From an optimization exercise on the open Yosys and OpenROAD flow, aimed at small area, a short achievable clock period and few clock cycles per item; shortcuts taken in it are not production practice. Function was checked by simulation only, so behaviour that the tests miss may differ from the original. Power figures rest on the tool's default switching activity, not on a simulated workload.

Design pipe_divider, start of the top module:
module pipe_divider (
    input  logic        clk,
    input  logic        rst,
    input  logic        in_valid,
    output logic        in_ready,
    input  logic [31:0] dividend,
    input  logic [31:0] divisor,
    output logic        out_valid,
    input  logic        out_ready,
    output logic [31:0] quotient,
    output logic [31:0] remainder,
    output logic        div_by_zero
);
Size: about 1000 cells after synthesis, ~120 flip-flops, roughly 0.0086 mm2 of cells after synthesis.
export LEC_CHECK = 0
export CAP_MARGIN = 20
export CORE_MARGIN = 2
export CORE_UTILIZATION = 40
export CTS_BUF_LIST = sky130_fd_sc_hd__clkbuf_8
export SETUP_SLACK_MARGIN = 2.2
export SLEW_MARGIN = 20
create_clock -name core_clock -period 5.5 [get_ports {clk}]
standard.sh (not shown) runs the stock make flow with config.mk's settings and CLKGATE_MAP_FILE= SYNTH_SCRIPT=/design/flow/synth_recipe.tcl, a recipe that flattens the netlist after the stock synthesis.
==> flow/flow/run.sh <==
#!/bin/bash
# Standard layout (the standard.sh, unchanged synthesis and steps), except that the
# port buffers that global placement inserts use the smallest plain buffer instead of
# the delay buffer buffer_ports picks by default. Each port still gets its own buffer.
set -euo pipefail
export BUFFER_PORTS_ARGS="-buffer_cell sky130_fd_sc_hd__buf_1"
bash standard.sh > standard.log 2>&1
Testbench counts at the start, summed over its fixed seeds: cycles 69,732, items 8,000.
Next try:
==> flow/run.sh (new file) <==
#!/bin/bash
# synth_recipe.tcl (not shown) runs the flow's synth.tcl, then flattens the netlist and writes it again
# the make line also repeats each setting of config.mk as NAME=value (left out here)
make -C /OpenROAD-flow-scripts/flow DESIGN_CONFIG=/design/flow/config.mk WORK_HOME=/design/flow/orfs CLKGATE_MAP_FILE= SYNTH_SCRIPT=/design/flow/synth_recipe.tcl finish
CORE_UTILIZATION = 60   (was 40)
CTS_BUF_LIST = unset   (was sky130_fd_sc_hd__clkbuf_8)
SETUP_SLACK_MARGIN = 2.5   (was 2.2)
removed: flow/flow/run.sh
removed: flow/standard.sh
After rerunning: The new run completed with no timing, DRC or antenna violations. Synthesized area is unchanged. Routed wire length came out higher by 7.4%. Register-to-register slack improves by 200 ps. Setup slack improves by 180 ps. Total power came out higher by 15%. Die area came out lower by 33%. Flip-flop and latch count does not change. Cell area came out higher by 14%.
Next try:
CORE_UTILIZATION = 40   (was 60)
SETUP_SLACK_MARGIN = 3.0   (was 2.5)
Result:
- The new run passed the timing, design-rule and antenna checks
- core utilization came out lower by 18 points
- die area came out higher by about 50%
- clock-buffer cell count came out lower by 2
- flip-flop and latch count is unchanged
- wire length came out higher by about 10%
- power came out higher by about 17%
- area after synthesis is unchanged
- clock skew is about the same
- fmax came out higher by 0.56%
- clock power barely changes
- sequential share of layout area came out lower by 3.9 points

Setup of wip/quartz:
Another version of the RTL of pipe_divider (not shown whole).
For scale: about 1300 cells after synthesis, ~120 flip-flops.
==> flow/config.mk <==
export PLATFORM = sky130hd
export DESIGN_NAME = pipe_divider
export DESIGN_NICKNAME = pipe_divider
export VERILOG_FILES = /design/flow/design.v
export SDC_FILE = /design/flow/constraint.sdc
export NUM_CORES = 4
export LEC_CHECK = 0
export ABC_AREA = 1
export CAP_MARGIN = 20
export CORE_MARGIN = 2
export CORE_UTILIZATION = 40
export CTS_BUF_LIST = sky130_fd_sc_hd__clkbuf_8
export SETUP_SLACK_MARGIN = 2.65
export SLEW_MARGIN = 20
==> flow/constraint.sdc <==
create_clock -name core_clock -period 5.5 [get_ports {clk}]
set_input_delay 1.1000 -clock core_clock [delete_from_list [all_inputs] [get_ports {clk}]]
set_output_delay 1.1000 -clock core_clock [all_outputs]
set_load 0.01 [all_outputs]
==> flow/flow/run.sh <==
#!/bin/bash
# Standard layout (the standard.sh, unchanged synthesis and steps), except that the
# port buffers that global placement inserts use the smallest plain buffer instead of
# the delay buffer buffer_ports picks by default. Each port still gets its own buffer.
set -euo pipefail
export BUFFER_PORTS_ARGS="-buffer_cell sky130_fd_sc_hd__buf_1"
bash standard.sh > standard.log 2>&1
Testbench counts of wip/quartz, summed over its fixed seeds: cycles 69,732, items 8,000.
Inputs modified between wip/quartz and wip/zinc:
- CORE_UTILIZATION: 40 -> 55
- SETUP_SLACK_MARGIN: 2.65 -> 2.7
### Flow results
Density: wip/zinc denser than wip/quartz
The final design area excluding fillers on wip/quartz is in line with that on wip/zinc.
wip/quartz vs wip/zinc, cell with the largest stage delay on the worst path: sky130_fd_sc_hd__a21oi_1 vs sky130_fd_sc_hd__fa_1
wip/zinc reports a lower layout-stage area growth over the synthesis result than wip/quartz does.
wip/zinc contains more vias than wip/quartz.
Diff wip/zinc..wip/quartz | synthesized netlist net count | unchanged
Looking at critical setup path kind, the reg2reg result is from wip/zinc; the in2out one comes from wip/quartz.
Modified inputs, wip/umber compared to wip/zinc
- a change of SETUP_SLACK_MARGIN from 2.7 to 2.8
- an added GPL_TIMING_DRIVEN of 0
- a change of CORE_UTILIZATION from 55 to 40
Notes after the runs:
- For core area, dividing the value from wip/zinc by the value from wip/umber gives 0.73.
- Compared with wip/zinc, wip/umber shows a number of logic inverters in the finished layout that is about 0.6% lower.
- Routed length on met2, wip/zinc and wip/umber, lower one = wip/zinc.
- Summary of wip/umber over wip/zinc: number of non-clock buffers went up 33%, number of placement rows went up about 17%, worst endpoint required time went up 0.21 ns, depth of the worst register-to-register path went down 1, number of non-filler instances in the completed layout went up 114.
- wip/umber vs. wip/zinc: total number of tap cells now sits higher; power density relative to cell area now sits lower.
Input changes introduced in wip/yarrow (baseline for comparison: wip/umber):
- clearing GPL_TIMING_DRIVEN, which used to be 0
==> flow/flow/run.sh <==
#!/bin/bash
# Standard layout (the standard.sh: same synthesis script and steps), except:
# - the port buffers that global placement inserts use the smallest plain buffer instead
#   of the delay buffer buffer_ports picks by default; each port still gets its own buffer;
# - clock tree synthesis runs without dummy load cells.
set -euo pipefail
export BUFFER_PORTS_ARGS="-buffer_cell sky130_fd_sc_hd__buf_1"
export CTS_ARGS="-sink_clustering_enable -repair_clock_nets -buf_list sky130_fd_sc_hd__clkbuf_8 -dont_use_dummy_load"
bash standard.sh > standard.log 2>&1
==> run notes <==
- Area fraction of clock buffers and clock inverters in wip/yarrow is 1.3 points lower than in wip/umber
- | average detailed-routed wire length per instance | higher: wip/umber |
- Going from wip/umber to wip/yarrow, first-iteration DRC count decreased about 1.4%, clock power decreased about 30%.
- Ratio of routed vias to standard cells (wip/yarrow over wip/umber): decrease, about 1%
- wip/umber tops out at a lower clock frequency than wip/yarrow.
- Min total setup buffers inserted after CTS across wip/yarrow and wip/umber: wip/yarrow
- From wip/umber to wip/yarrow the numbers moved as follows: leakage power went down by about 4%; period utilization went down by 0.95 points; met3 usage went down by 0.28 points; share of total power in combinational logic went up by 1.2 points.

Starting RTL as in the previous note.
==> flow/config.mk <==
export PLATFORM = sky130hd
export DESIGN_NAME = pipe_divider
export DESIGN_NICKNAME = pipe_divider
export VERILOG_FILES = /design/flow/design.v
export SDC_FILE = /design/flow/constraint.sdc
export NUM_CORES = 4
export LEC_CHECK = 0
export ABC_AREA = 1
export CAP_MARGIN = 20
export CORE_MARGIN = 2
export CORE_UTILIZATION = 40
export CTS_BUF_LIST = sky130_fd_sc_hd__clkbuf_8
export SETUP_SLACK_MARGIN = 3.1
export SLEW_MARGIN = 20
==> flow/constraint.sdc <==
create_clock -name core_clock -period 5.5 [get_ports {clk}]
set_input_delay 1.1000 -clock core_clock [delete_from_list [all_inputs] [get_ports {clk}]]
set_output_delay 1.1000 -clock core_clock [all_outputs]
set_load 0.01 [all_outputs]
==> flow/flow/run.sh <==
#!/bin/bash
# Standard layout (the standard.sh, unchanged synthesis and steps), except that the
# port buffers that global placement inserts use the smallest plain buffer instead of
# the delay buffer buffer_ports picks by default. Each port still gets its own buffer.
set -euo pipefail
export BUFFER_PORTS_ARGS="-buffer_cell sky130_fd_sc_hd__buf_1"
bash standard.sh > standard.log 2>&1
The baseline went through all stages and came out clean.
Testbench counts at the start, summed over its fixed seeds: cycles 69,732, items 8,000.
Rerun with:
Settings changed: CORE_UTILIZATION 40 to 30, SETUP_SLACK_MARGIN 3.1 to 2.8.
=> The new run passed the timing, design-rule and antenna checks; final cell count came out higher by about 1.5%; design area came out lower by 13%; setup slack degrades by 0.088 ns; synthesized cell count stays the same; routed wire length came out lower by about 8%; power came out lower by about 5%.
Rerun with:
==> flow/flow/run.sh (replaced) <==
#!/bin/bash
# Standard layout (the standard.sh: same synthesis script and steps), except:
# - the port buffers that global placement inserts use the smallest plain buffer instead
#   of the delay buffer buffer_ports picks by default; each port still gets its own buffer;
# - no adder-cell mapping (ADDER_MAP_FILE empty), so ABC maps the arithmetic as plain gates.
set -euo pipefail
export BUFFER_PORTS_ARGS="-buffer_cell sky130_fd_sc_hd__buf_1"
bash standard.sh ADDER_MAP_FILE= finish > standard.log 2>&1
Settings changed: ABC_AREA 1 to not set, CORE_UTILIZATION 30 to 40, SETUP_SLACK_MARGIN 2.8 to 2.2.
=> Synthesized area shrinks by 5.1%; total power shrinks by 7.0%; first-iteration DRC count shrinks by 16%; sequential power is about the same; cell area shrinks by 5.5%; flip-flop and latch count is unchanged; worst setup slack is worse by 0.60 ns; critical path depth grows by 1.
Rerun with:
Settings changed: ABC_AREA set to 1.
After rerunning: Area after synthesis went up by about 13%. Global-route usage went up by 2.4 points. Core utilization went down by 3.6 points. Clock power went up by 9.6%. First-iteration DRC count went up by about 10%. Register-to-register slack gains 0.24 ns.
Rerun with:
==> flow/flow/run.sh (replaced) <==
#!/bin/bash
# Standard layout (the standard.sh, unchanged synthesis and steps), except that the
# port buffers that global placement inserts use the smallest plain buffer instead of
# the delay buffer buffer_ports picks by default. Each port still gets its own buffer.
set -euo pipefail
export BUFFER_PORTS_ARGS="-buffer_cell sky130_fd_sc_hd__buf_1"
bash standard.sh > standard.log 2>&1
Settings changed: CTS_CLUSTER_DIAMETER set to 120, CTS_CLUSTER_SIZE set to 40, SETUP_SLACK_MARGIN 2.2 to 2.8.
The new run ran to the end with no violations; critical path depth drops by 4; global-route usage fell by 0.63 points; clock skew stays flat.

afterwards: timing with drivers on the ports:
The results above use ideal ports. As a check the final layouts listed here were re-extracted and re-timed, cells and wires unchanged. Step 1 sets driving cells, clkbuf_16 on the clock port and buf_2 on the other inputs (assumed; they add their load-dependent delay and slew). Step 2 also shifts input and output timing later by t, the mid clock arrival at the registers, as if the neighbouring blocks saw the same clock. Three values: no drivers, after step 1, after step 2; two values: the first two.
run | shift t [ns] | setup slack, ns | slew at the worst register clock pin (ns)
the first run of note 1 | 0.508 | 2.108 / 2.068 / 1.944 | 0.09 / 0.09
the second run of note 1 | 0.466 | 2.283 / 2.238 / 2.100 | 0.06 / 0.06
the third run of note 1 | 0.472 | 2.301 / 2.257 / 2.310 | 0.06 / 0.06
wip/quartz | 0.504 | 2.768 / 2.744 / 2.386 | 0.10 / 0.10
wip/zinc | 0.507 | 2.754 / 2.754 / 2.332 | 0.09 / 0.09
wip/umber | 0.506 | 2.774 / 2.774 / 2.393 | 0.10 / 0.10
wip/yarrow | 0.484 | 2.826 / 2.802 / 2.389 | 0.10 / 0.10
the first run of note 3 | 0.516 | 2.906 / 2.874 / 2.587 | 0.10 / 0.10
the second run of note 3 | 0.492 | 2.818 / 2.809 / 2.421 | 0.09 / 0.09
the third run of note 3 | 0.510 | 2.214 / 2.214 / 1.955 | 0.10 / 0.10
the fourth run of note 3 | 0.510 | 2.452 / 2.452 / 2.041 | 0.09 / 0.09
the fifth run of note 3 | 0.504 | 2.826 / 2.802 / 2.429 | 0.11 / 0.11
After both steps setup and hold are still met in every run listed. For wip/yarrow, which loses most, drivers alone change the setup slack by -0.024 ns; drivers and shift together by -0.437 ns.
